This is an optimization exercise on Yosys and OpenROAD, whose aim is small area, a short achievable clock period and few clock cycles, not a production implementation. Only simulation tests tie the RTL to the original design; equivalence was not proved. No activity file was given, so power comes from the tool's default toggle rates.

$ cat constraint.sdc
create_clock -name core_clock -period 6.0 [get_ports {hclk}]
set_input_delay 1.2000 -clock core_clock [delete_from_list [all_inputs] [get_ports {hclk}]]
set_output_delay 1.2000 -clock core_clock [all_outputs]
set_load 0.01 [all_outputs]
$ cat design.v
`timescale 1ns/100ps
package ahci_dma_pkg;
    typedef logic [31:0] addr_t;        
    typedef logic [63:0] qword_t;       
    typedef logic [31:0] dword_t;       
    typedef logic [4:0]  ct_index_t;    
    typedef logic [15:0] prd_count_t;   
    typedef logic [18:0] qw_count_t;    
    typedef logic [3:0]  burst_len_t;   
    typedef logic [3:0]  cache_t;       
    typedef logic [5:0]  axi_id_t;
    localparam burst_len_t CT_BURST_LEN  = 4'd15;    
    localparam burst_len_t PRD_BURST_LEN = 4'd1;     
    localparam burst_len_t MAX_BURST_LEN = 4'd15;
    localparam addr_t      PRDT_OFFSET   = 32'h80;
    localparam cache_t     CACHE_DEFAULT = 4'h3;
    localparam axi_id_t    ID_CT   = 6'd0;
    localparam axi_id_t    ID_PRD  = 6'd1;
    localparam axi_id_t    ID_DATA = 6'd2;
    localparam int         FIFO_QWORDS = 32;
    localparam int         PRD_IRQ_BIT = 31;         
    localparam int         PRD_DBC_MSB = 21;         
    typedef enum logic [2:0] {
        st_idle, st_ct, st_prd, st_data, st_drain
    } dma_state_t;
    typedef enum logic [1:0] {
        kind_ct, kind_prd, kind_data
    } req_kind_t;
endpackage
`timescale 1ns/100ps
module ahci_dma_cfg (
    input  logic   hclk,
    input  logic   hrst,
    input  ahci_dma_pkg::cache_t cache_wr_data,
    input  logic   cache_we,
    output ahci_dma_pkg::cache_t arcache         
);
    always_ff @(posedge hclk) begin
        if (hrst) begin
            arcache <= ahci_dma_pkg::CACHE_DEFAULT;
        end else if (cache_we) begin
            arcache <= cache_wr_data;
        end
    end
endmodule
`timescale 1ns/100ps
module ahci_dma_ctl (
    input  logic       hclk,
    input  logic       hrst,
    input  logic       cmd_start,
    input  ahci_dma_pkg::addr_t      ctba,           
    input  ahci_dma_pkg::prd_count_t prdtl,
    input  ahci_dma_pkg::ct_index_t  ct_addr,
    input  logic       ct_re,
    output ahci_dma_pkg::dword_t     ct_data,
    output logic       ct_busy,
    output logic       cmd_busy,
    output logic       cmd_done,
    output logic       prd_done,
    output logic       prd_irq,
    output logic       req_valid,
    output ahci_dma_pkg::req_kind_t  req_kind,
    output ahci_dma_pkg::addr_t      req_addr,
    output ahci_dma_pkg::qw_count_t  req_qwords,
    input  logic       req_ready,
    input  ahci_dma_pkg::qword_t     rdata,
    input  logic       ctl_beat,       
    input  logic       rlast,
    output logic       prd_qwords_go,
    output ahci_dma_pkg::qw_count_t  prd_qwords,
    output logic       prd_last,
    input  logic       prd_drained,
    input  logic       cmd_drained
);
    ahci_dma_pkg::dma_state_t state;
    ahci_dma_pkg::dword_t     ct_mem [32];
    ahci_dma_pkg::addr_t      ct_base;        
    ahci_dma_pkg::addr_t      prd_addr;       
    ahci_dma_pkg::addr_t      data_addr;      
    ahci_dma_pkg::qw_count_t  xfer_qwords;
    logic       xfer_irq;       
    ahci_dma_pkg::prd_count_t prds_left;      
    logic [3:0] beat_idx;       
    logic       ct_done_r;
    logic       req_take;
    logic       ctl_last;
    logic       done_w;
    assign req_take = req_valid && req_ready;
    assign ctl_last = ctl_beat && rlast;
    assign done_w   = cmd_drained || (ct_done_r && prds_left == '0);
    always_comb begin
        req_kind = ahci_dma_pkg::kind_data;
        req_addr = data_addr;
        if (state == ahci_dma_pkg::st_ct) begin
            req_kind = ahci_dma_pkg::kind_ct;
            req_addr = ct_base;
        end else if (state == ahci_dma_pkg::st_prd) begin
            req_kind = ahci_dma_pkg::kind_prd;
            req_addr = prd_addr;
        end
    end
    assign req_qwords    = xfer_qwords;      
    assign prd_qwords    = xfer_qwords;
    assign prd_qwords_go = (state == ahci_dma_pkg::st_data) && req_take;
    assign prd_last      = (prds_left == '0);    
    always_ff @(posedge hclk) begin
        if (ct_re) begin
            ct_data <= ct_mem[ct_addr];
        end
        if (ctl_beat && state == ahci_dma_pkg::st_ct) begin
            ct_mem[{beat_idx, 1'b0}] <= rdata[31:0];     
            ct_mem[{beat_idx, 1'b1}] <= rdata[63:32];
        end
        if (ctl_beat && state == ahci_dma_pkg::st_prd) begin
            if (!beat_idx[0]) begin
                data_addr <= {rdata[31:3], 3'b000};      
            end else begin
                xfer_qwords <= rdata[32 + ahci_dma_pkg::PRD_DBC_MSB : 35] + 19'd1;
                xfer_irq    <= rdata[32 + ahci_dma_pkg::PRD_IRQ_BIT];
            end
        end
        if (state == ahci_dma_pkg::st_idle && cmd_start) begin
            ct_base  <= {ctba[31:7], 7'd0};
            prd_addr <= {ctba[31:7], 7'd0} + ahci_dma_pkg::PRDT_OFFSET;
        end else if (state == ahci_dma_pkg::st_prd && ctl_last) begin
            prd_addr <= prd_addr + 32'd16;               
        end
    end
    always_ff @(posedge hclk) begin
        if (hrst) begin
            state     <= ahci_dma_pkg::st_idle;
            req_valid <= 1'b0;
            ct_busy   <= 1'b0;
            cmd_busy  <= 1'b0;
            cmd_done  <= 1'b0;
            prd_done  <= 1'b0;
            prd_irq   <= 1'b0;
            ct_done_r <= 1'b0;
            beat_idx  <= '0;
            prds_left <= '0;
        end else begin
            prd_done  <= prd_drained;
            prd_irq   <= prd_drained && xfer_irq;
            cmd_done  <= done_w;
            ct_done_r <= 1'b0;
            if (req_take) begin
                req_valid <= 1'b0;
                beat_idx  <= '0;
            end else if (ctl_beat) begin
                beat_idx <= beat_idx + 4'd1;
            end
            if (done_w) begin
                cmd_busy <= 1'b0;                        
            end
            case (state)
                ahci_dma_pkg::st_idle: begin
                    if (cmd_start) begin
                        state     <= ahci_dma_pkg::st_ct;
                        req_valid <= 1'b1;
                        ct_busy   <= 1'b1;
                        cmd_busy  <= 1'b1;
                        prds_left <= prdtl;
                    end
                end
                ahci_dma_pkg::st_ct: begin
                    if (ctl_last) begin
                        ct_busy   <= 1'b0;
                        ct_done_r <= 1'b1;
                        if (prds_left == '0) begin
                            state <= ahci_dma_pkg::st_drain;           
                        end else begin
                            state     <= ahci_dma_pkg::st_prd;
                            req_valid <= 1'b1;
                        end
                    end
                end
                ahci_dma_pkg::st_prd: begin
                    if (ctl_last) begin
                        state     <= ahci_dma_pkg::st_data;
                        req_valid <= 1'b1;
                        prds_left <= prds_left - 16'd1;
                    end
                end
                ahci_dma_pkg::st_data: begin
                    if (req_take) begin
                        state <= ahci_dma_pkg::st_drain;
                    end
                end
                ahci_dma_pkg::st_drain: begin
                    if (done_w) begin
                        state <= ahci_dma_pkg::st_idle;
                    end else if (prd_drained) begin
                        state     <= ahci_dma_pkg::st_prd;             
                        req_valid <= 1'b1;
                    end
                end
                default: state <= ahci_dma_pkg::st_idle;
            endcase
        end
    end
endmodule
`timescale 1ns/100ps
module ahci_dma_ar (
    input  logic       hclk,
    input  logic       hrst,
    input  logic       req_valid,
    input  ahci_dma_pkg::req_kind_t  req_kind,
    input  ahci_dma_pkg::addr_t      req_addr,
    input  ahci_dma_pkg::qw_count_t  req_qwords,
    output logic       req_ready,
    input  logic       space_ok,         
    input  ahci_dma_pkg::cache_t     arcache_cfg,
    output ahci_dma_pkg::addr_t      araddr,
    output ahci_dma_pkg::burst_len_t arlen,
    output ahci_dma_pkg::axi_id_t    arid,
    output ahci_dma_pkg::cache_t     arcache,
    output logic       arvalid,
    input  logic       arready,
    input  logic       rvalid,
    input  logic       rready,
    input  logic       rlast,
    output logic       data_burst_go,
    output ahci_dma_pkg::burst_len_t data_burst_len
);
    ahci_dma_pkg::req_kind_t kind;
    ahci_dma_pkg::addr_t     cur_addr;
    ahci_dma_pkg::qw_count_t left;             
    logic      busy;             
    logic      outstanding;      
    logic      last_burst;
    logic      issue;
    logic      ar_take;
    assign req_ready  = !busy;
    assign last_burst = (kind != ahci_dma_pkg::kind_data) || (left <= 19'd16);
    assign issue      = busy && !arvalid && !outstanding &&
                        (kind != ahci_dma_pkg::kind_data || space_ok);
    assign ar_take    = arvalid && arready;
    assign data_burst_go  = ar_take && (arid == ahci_dma_pkg::ID_DATA);
    assign data_burst_len = arlen;
    always_ff @(posedge hclk) begin
        if (hrst) begin
            busy        <= 1'b0;
            outstanding <= 1'b0;
            arvalid     <= 1'b0;
            arcache     <= ahci_dma_pkg::CACHE_DEFAULT;
        end else begin
            if (req_valid && req_ready) begin
                busy <= 1'b1;
            end else if (ar_take && last_burst) begin
                busy <= 1'b0;
            end
            if (issue) begin
                arvalid <= 1'b1;
                arcache <= arcache_cfg;                  
            end else if (ar_take) begin
                arvalid <= 1'b0;                         
            end
            if (ar_take) begin
                outstanding <= 1'b1;
            end else if (rvalid && rready && rlast) begin
                outstanding <= 1'b0;
            end
        end
    end
    always_ff @(posedge hclk) begin
        if (req_valid && req_ready) begin
            kind     <= req_kind;
            cur_addr <= req_addr;
            left     <= req_qwords;
        end else if (ar_take) begin
            cur_addr <= cur_addr + 32'd128;              
            left     <= left - 19'd16;
        end
        if (issue) begin
            araddr <= cur_addr;
            case (kind)
                ahci_dma_pkg::kind_ct: begin
                    arlen <= ahci_dma_pkg::CT_BURST_LEN;
                    arid  <= ahci_dma_pkg::ID_CT;
                end
                ahci_dma_pkg::kind_prd: begin
                    arlen <= ahci_dma_pkg::PRD_BURST_LEN;
                    arid  <= ahci_dma_pkg::ID_PRD;
                end
                default: begin
                    arlen <= last_burst ? left[3:0] - 4'd1 : ahci_dma_pkg::MAX_BURST_LEN;
                    arid  <= ahci_dma_pkg::ID_DATA;
                end
            endcase
        end
    end
endmodule
`timescale 1ns/100ps
module ahci_dma_rd_fifo (
    input  logic       hclk,
    input  logic       hrst,
    input  ahci_dma_pkg::qword_t     rdata,
    input  logic       data_beat,
    input  logic       data_burst_go,
    input  ahci_dma_pkg::burst_len_t data_burst_len,
    output logic       space_ok,
    input  logic       prd_qwords_go,
    input  ahci_dma_pkg::qw_count_t  prd_qwords,
    input  logic       prd_last,
    output ahci_dma_pkg::dword_t     sys_out,
    output logic       sys_dav,
    input  logic       sys_re,
    output logic       prd_drained,
    output logic       cmd_drained
);
    ahci_dma_pkg::qword_t      mem [ahci_dma_pkg::FIFO_QWORDS];
    logic [4:0]  wr_ptr;
    logic [4:0]  rd_ptr;
    logic        rd_half;        
    logic [5:0]  fill;           
    logic [5:0]  resv;           
    logic [19:0] dw_left;        
    logic        last_prd;
    logic        pop;
    logic        qw_pop;
    assign sys_dav  = (fill != '0);
    assign pop      = sys_re && sys_dav;
    assign qw_pop   = pop && rd_half;                    
    assign sys_out  = rd_half ? mem[rd_ptr][63:32] : mem[rd_ptr][31:0];
    assign space_ok = (resv <= 6'(ahci_dma_pkg::FIFO_QWORDS - int'(ahci_dma_pkg::MAX_BURST_LEN) - 1));
    assign prd_drained = pop && (dw_left == 20'd1);
    assign cmd_drained = prd_drained && last_prd;
    always_ff @(posedge hclk) begin
        if (data_beat) begin
            mem[wr_ptr] <= rdata;
        end
        if (prd_qwords_go) begin
            last_prd <= prd_last;
        end
    end
    always_ff @(posedge hclk) begin
        if (hrst) begin
            wr_ptr  <= '0;
            rd_ptr  <= '0;
            rd_half <= 1'b0;
            fill    <= '0;
            resv    <= '0;
            dw_left <= '0;
        end else begin
            if (data_beat) begin
                wr_ptr <= wr_ptr + 5'd1;
            end
            if (pop) begin
                rd_half <= !rd_half;
            end
            if (qw_pop) begin
                rd_ptr <= rd_ptr + 5'd1;
            end
            fill <= fill + {5'd0, data_beat} - {5'd0, qw_pop};
            resv <= resv + (data_burst_go ? {2'd0, data_burst_len} + 6'd1 : 6'd0)
                         - {5'd0, qw_pop};
            if (prd_qwords_go) begin
                dw_left <= {prd_qwords, 1'b0};           
            end else if (pop) begin
                dw_left <= dw_left - 20'd1;
            end
        end
    end
endmodule
`timescale 1ns/100ps
module ahci_dma (
    input  logic       hclk,
    input  logic       hrst,
    input  logic       cmd_start,
    input  ahci_dma_pkg::addr_t      ctba,
    input  ahci_dma_pkg::prd_count_t prdtl,
    input  ahci_dma_pkg::ct_index_t  ct_addr,
    input  logic       ct_re,
    output ahci_dma_pkg::dword_t     ct_data,
    output logic       ct_busy,
    output logic       cmd_busy,
    output logic       cmd_done,
    output logic       prd_done,
    output logic       prd_irq,
    output ahci_dma_pkg::dword_t     sys_out,
    output logic       sys_dav,
    input  logic       sys_re,
    input  ahci_dma_pkg::cache_t     cache_wr_data,
    input  logic       cache_we,
    output ahci_dma_pkg::addr_t      araddr,
    output ahci_dma_pkg::burst_len_t arlen,
    output ahci_dma_pkg::axi_id_t    arid,
    output ahci_dma_pkg::cache_t     arcache,
    output logic [2:0] arsize,
    output logic [1:0] arburst,
    output logic       arvalid,
    input  logic       arready,
    input  ahci_dma_pkg::qword_t     rdata,
    input  logic       rvalid,
    input  logic       rlast,
    input  ahci_dma_pkg::axi_id_t    rid,
    output logic       rready
);
    logic       req_valid;
    ahci_dma_pkg::req_kind_t  req_kind;
    ahci_dma_pkg::addr_t      req_addr;
    ahci_dma_pkg::qw_count_t  req_qwords;
    logic       req_ready;
    logic       space_ok;
    ahci_dma_pkg::cache_t     arcache_cfg;
    logic       data_burst_go;
    ahci_dma_pkg::burst_len_t data_burst_len;
    logic       prd_qwords_go;
    ahci_dma_pkg::qw_count_t  prd_qwords;
    logic       prd_last;
    logic       prd_drained;
    logic       cmd_drained;
    logic       data_beat;
    logic       ctl_beat;
    assign rready    = 1'b1;        
    assign arsize    = 3'd3;        
    assign arburst   = 2'b01;       
    assign data_beat = rvalid && rready && (rid == ahci_dma_pkg::ID_DATA);
    assign ctl_beat  = rvalid && rready && (rid != ahci_dma_pkg::ID_DATA);
    ahci_dma_cfg ahci_dma_cfg_i (.*, .arcache(arcache_cfg));
    ahci_dma_ctl ahci_dma_ctl_i (.*);
    ahci_dma_ar ahci_dma_ar_i (.*);
    ahci_dma_rd_fifo ahci_dma_rd_fifo_i (.*);
endmodule
$ cat config.mk
export PLATFORM = sky130hd
export DESIGN_NAME = ahci_dma
export DESIGN_NICKNAME = ahci_dma
export VERILOG_FILES = /design/flow/design.v
export SDC_FILE = /design/flow/constraint.sdc
export NUM_CORES = 4
export LEC_CHECK = 0
export CAP_MARGIN = 20
export CORE_MARGIN = 2
export CORE_UTILIZATION = 40
export SLEW_MARGIN = 20
$ cat run.sh
#!/bin/bash
# synth_recipe.tcl (not shown) runs the flow's synth.tcl, then flattens the netlist and writes it again
# the make line also repeats each setting of config.mk as NAME=value (left out here)
make -C /OpenROAD-flow-scripts/flow DESIGN_CONFIG=/design/flow/config.mk WORK_HOME=/design/flow/orfs CLKGATE_MAP_FILE= SYNTH_SCRIPT=/design/flow/synth_recipe.tcl finish
==> results.cfg <==
[logic_synthesis]
synth_area_leaders = edfxtp_1 76%, mux4_2 14%, dfxtp_1 1.4%
yosysTopAreaCell = edfxtp_1
synth_top_family_by_area = multiplexers
netlist.area_leader.share_pct = 75.71
yosysMostFrequentCell = edfxtp_1
synth_area_um2 = 130600
synth_simple_gate_area_share_pct = 2.738
synth_area_per_cell_um2 = 21.45
synth-seq-cells = 3381
synthTopCellsByCount = 3292 x edfxtp_1, 820 x mux4_2, 186 x nor2_1
synthDistinctLibCells = 70
synth-main-ff-cell = edfxtp_1
synthAdderAreaFrac_pct = 0.3757
synth_compound_area_share_pct = 2.695
synthCells = 6087
synth-edff-count = 3292
yosysSeqAreaShare_pct = 77.08
synthMuxAreaShare_pct = 14.89
async_flop_share_pct = 0
synthXorXnorAreaFrac_pct = 0.9593
ys_warn_count = 4

[sta]
worst_pin_slew_ns = 1.162
hold_viol = 0
grt_setup_unrepaired = no
skew_ns = 0.05092
worst_slew_margin_rel_pct = 22.54
finalMaxSlewViolations = 0
setup-violations-final = 0
fin_crit_ns = 5.765
fin_crit_sh_pct = 96.08
setup_tns_ns = 0
max_freq_ghz = 0.1735

[placement]
dpl.cell_count = 10580
placed_cell_area_um2 = 140200
port_buffers = 238
dp.final_hpwl_um = 192900
place.gp.congestion = 0.7930

[clocking]
root_buffer = clkbuf_16
cts.sinks = 3381
postCtsSetupRepairBufs = 0
worstSkewPairLatency_ns = 0.92
path_clk_slew_ns = 0.06
hold_buffers = 0
cts_tree = yes
clock_path_buffers = 4
cts_made_buffers = 349
h-tree-depth = 5

[route]
drtIter0Drc = 8056
dr.pass1.iters = 5
met3RoutedLength_um = 29370
drc = 0
highest_layer = met5
vias = 65670
final_antenna_net_count = 0
viasPerCell = 5.844
wl_per_cell_um = 30.71
met1_length_um = 142100
met2_length_um = 165400
wl_um = 345100

[floorplanning]
num_io_pins = 259
die_h_um = 575.3
fp.coreArea_um2 = 324500
die_w_um = 575.3
row_count = 209
dieArea_um2 = 331000
initial_utilization_pct = 40.23

[layout]
drive_above_1_share_pct = 25.72
postLayoutCellArea_um2 = 151600
fillerInstances = 26590
layout.cells.non_filler = 11240
area_delta_synth_final_pct = 16.14
nNetsFinal = 6788

[job]
drv_cap = 0

[critical_path]
end_kind = output port
worstPathArrival_ns = 4.56
critical_path_class = register to output port
crit_fanout = 20
required_ns = 4.80
critPathLaunchType = register

[global_routing]
antenna_found_initial = 31
grt_max_degree = 134
overflow = 0
grt_usage_pct = 20.56
grt_pass1_vias = 66330
grt_first_pass_wirelength_um = 487300

[pwr]
p_leak_nw = 46.26
ir_drop_uv = 274.6
p_per_area_nw_per_um2 = 352.3

[worst_hold_path]
hold_class = register to register

[outcome]
status = complete, no violations
## stage by stage
stage          setup slack, ns  power [mW]  util [%]  hold slack, ns
3_5_place_dp            0.8558       32.51     43.19          0.4045
5_1_grt                0.07863       55.05     46.72          0.4260
6_report                0.2352       53.43     46.73          0.4183
4_1_cts               0.008746       53.80     46.66          0.4186
3_3_place_gp            0.7074       32.44     43.17          0.4046
2_1_floorplan           0.3777       30.37         -          0.4003
## path summary, 6_finish.rpt
check	from	to	slack (ns)	cells after the start
setup / recovery	register	sys_out[15]	0.24	5
hold / removal	ahci_dma_ar_i.cur_addr[5]	ahci_dma_ar_i.araddr[5]	0.42	0
setup reg to reg	ahci_dma_ctl_i.state[1]	ahci_dma_ctl_i.prds_left[12]	2.57	9
hold reg to reg	ahci_dma_ar_i.cur_addr[5]	ahci_dma_ar_i.araddr[5]	0.42	0
## layer usage
| layer | global-route usage (%) | up-vias |
|---|---|---|
| met3 | 3.250 | 491 |
| met2 | 33.39 | 2956 |
| met5 | 0 | - |
| met1 | 29.15 | 35560 |
| met4 | 5.102 | 2 |
| li1 | - | 26660 |
## cells by family after synthesis
logic type               after synthesis
AND/OR/NAND/NOR                      707
adder cells (fa/ha/maj)               38
flip-flops                          3381
XOR/XNOR                             143
other                                  2
multiplexers                         913
AO/OA/AOI/OAI                        519
buffers and inverters                384
## power by group
| part | leakage (nW) | switching [mW] | total (mW) | internal [mW] |
|---|---|---|---|---|
| Clock | 5.48 | 9.06 | 21.4 | 12.4 |
| Combinational | 10.4 | 2.94 | 5.37 | 2.43 |
| Sequential | 30.4 | 0.310 | 26.6 | 26.3 |
## state kept, by name, indices dropped and copies added (netlist names), 3 cells and up, named ones only
register                    cells
ahci_dma_ar_i.araddr           29
ahci_dma_ar_i.arcache           4
ahci_dma_ar_i.arlen             4
ahci_dma_ar_i.cur_addr         29
ahci_dma_ar_i.left             19
ahci_dma_cfg_i.arcache          4
ahci_dma_ctl_i.beat_idx         4
ahci_dma_ctl_i.ct_base         25
ahci_dma_ctl_i.ct_data         32
ahci_dma_ctl_i.ct_mem        1024
ahci_dma_ctl_i.data_addr       29
ahci_dma_ctl_i.prd_addr        28
ahci_dma_ctl_i.prds_left       16
ahci_dma_ctl_i.state            3
ahci_dma_ctl_i.xfer_qwords     19
ahci_dma_rd_fifo_i.dw_left     20
ahci_dma_rd_fifo_i.fill         6
ahci_dma_rd_fifo_i.mem       2048
ahci_dma_rd_fifo_i.rd_ptr       5
ahci_dma_rd_fifo_i.resv         6
ahci_dma_rd_fifo_i.wr_ptr       5
## cells in the final DEF, fill, tap and decap left out, types with 65 or more instances in the layout
cell,instances
clkbuf_16,358
nand2_1,130
nor2b_1,65
xnor2_1,91
o22ai_1,130
a211oi_1,92
buf_4,177
buf_12,100
nor2_1,140
clkinv_1,77
mux4_2,820
dfxtp_1,83
clkdlybuf4s50_1,169
a21oi_1,80
edfxtp_1,3292
clkbuf_1,71
## repair_timing
item                       in CTS  in global routing
setup endpoints to repair       3                  2
cloned                          0                  0
gates resized for setup         3                  3
## layout make-up
type	count	area [um^2]	area share [%]
well taps	4325	5411	3.569
repair buffers	500	5313	3.504
clock buffers	433	9280	6.120
diodes	10	25.02	0.01650
clock inverters	206	1976	1.303
flip-flops and latches	3381	100700	66.38
inverters	49	183.9	0.1213
multi-input cells	2333	28790	18.99
## worst max-delay path: stages, from the launching register on
cell and delay (ns):
dfxtp_2 0.67, or2_2 0.86, o22ai_1 0.29, nor4_1 0.94, o22a_1 0.28, clkdlybuf4s50_1 0.56
Testbench counts, summed over its fixed seeds: cycles 58,722.

==> static timing again, ports no longer ideal <==
How much do the figures lean on ideal ports? The routed layout below was timed once more, with nothing changed but the port constraints.
Step 1 (the two cells are an assumption about what drives the block):
set clk [get_ports {hclk}]
set_driving_cell -lib_cell sky130_fd_sc_hd__clkbuf_16 $clk
set_driving_cell -lib_cell sky130_fd_sc_hd__buf_2 [delete_from_list [all_inputs] $clk]
Step 2 also shifts input and output timing later by t, the mid clock arrival at the registers, as if the neighbouring blocks saw the same clock.
Three values: no drivers, after step 1, after step 2; two values: the first two.
t, ns: 1.012
setup slack, ns: 0.235 / 0.126 / 0.940
worst setup path at the end: input to register
After both steps this run still meets setup and hold. The setup slack of this run moves by -0.109 ns with the drivers and by +0.705 ns with both steps.
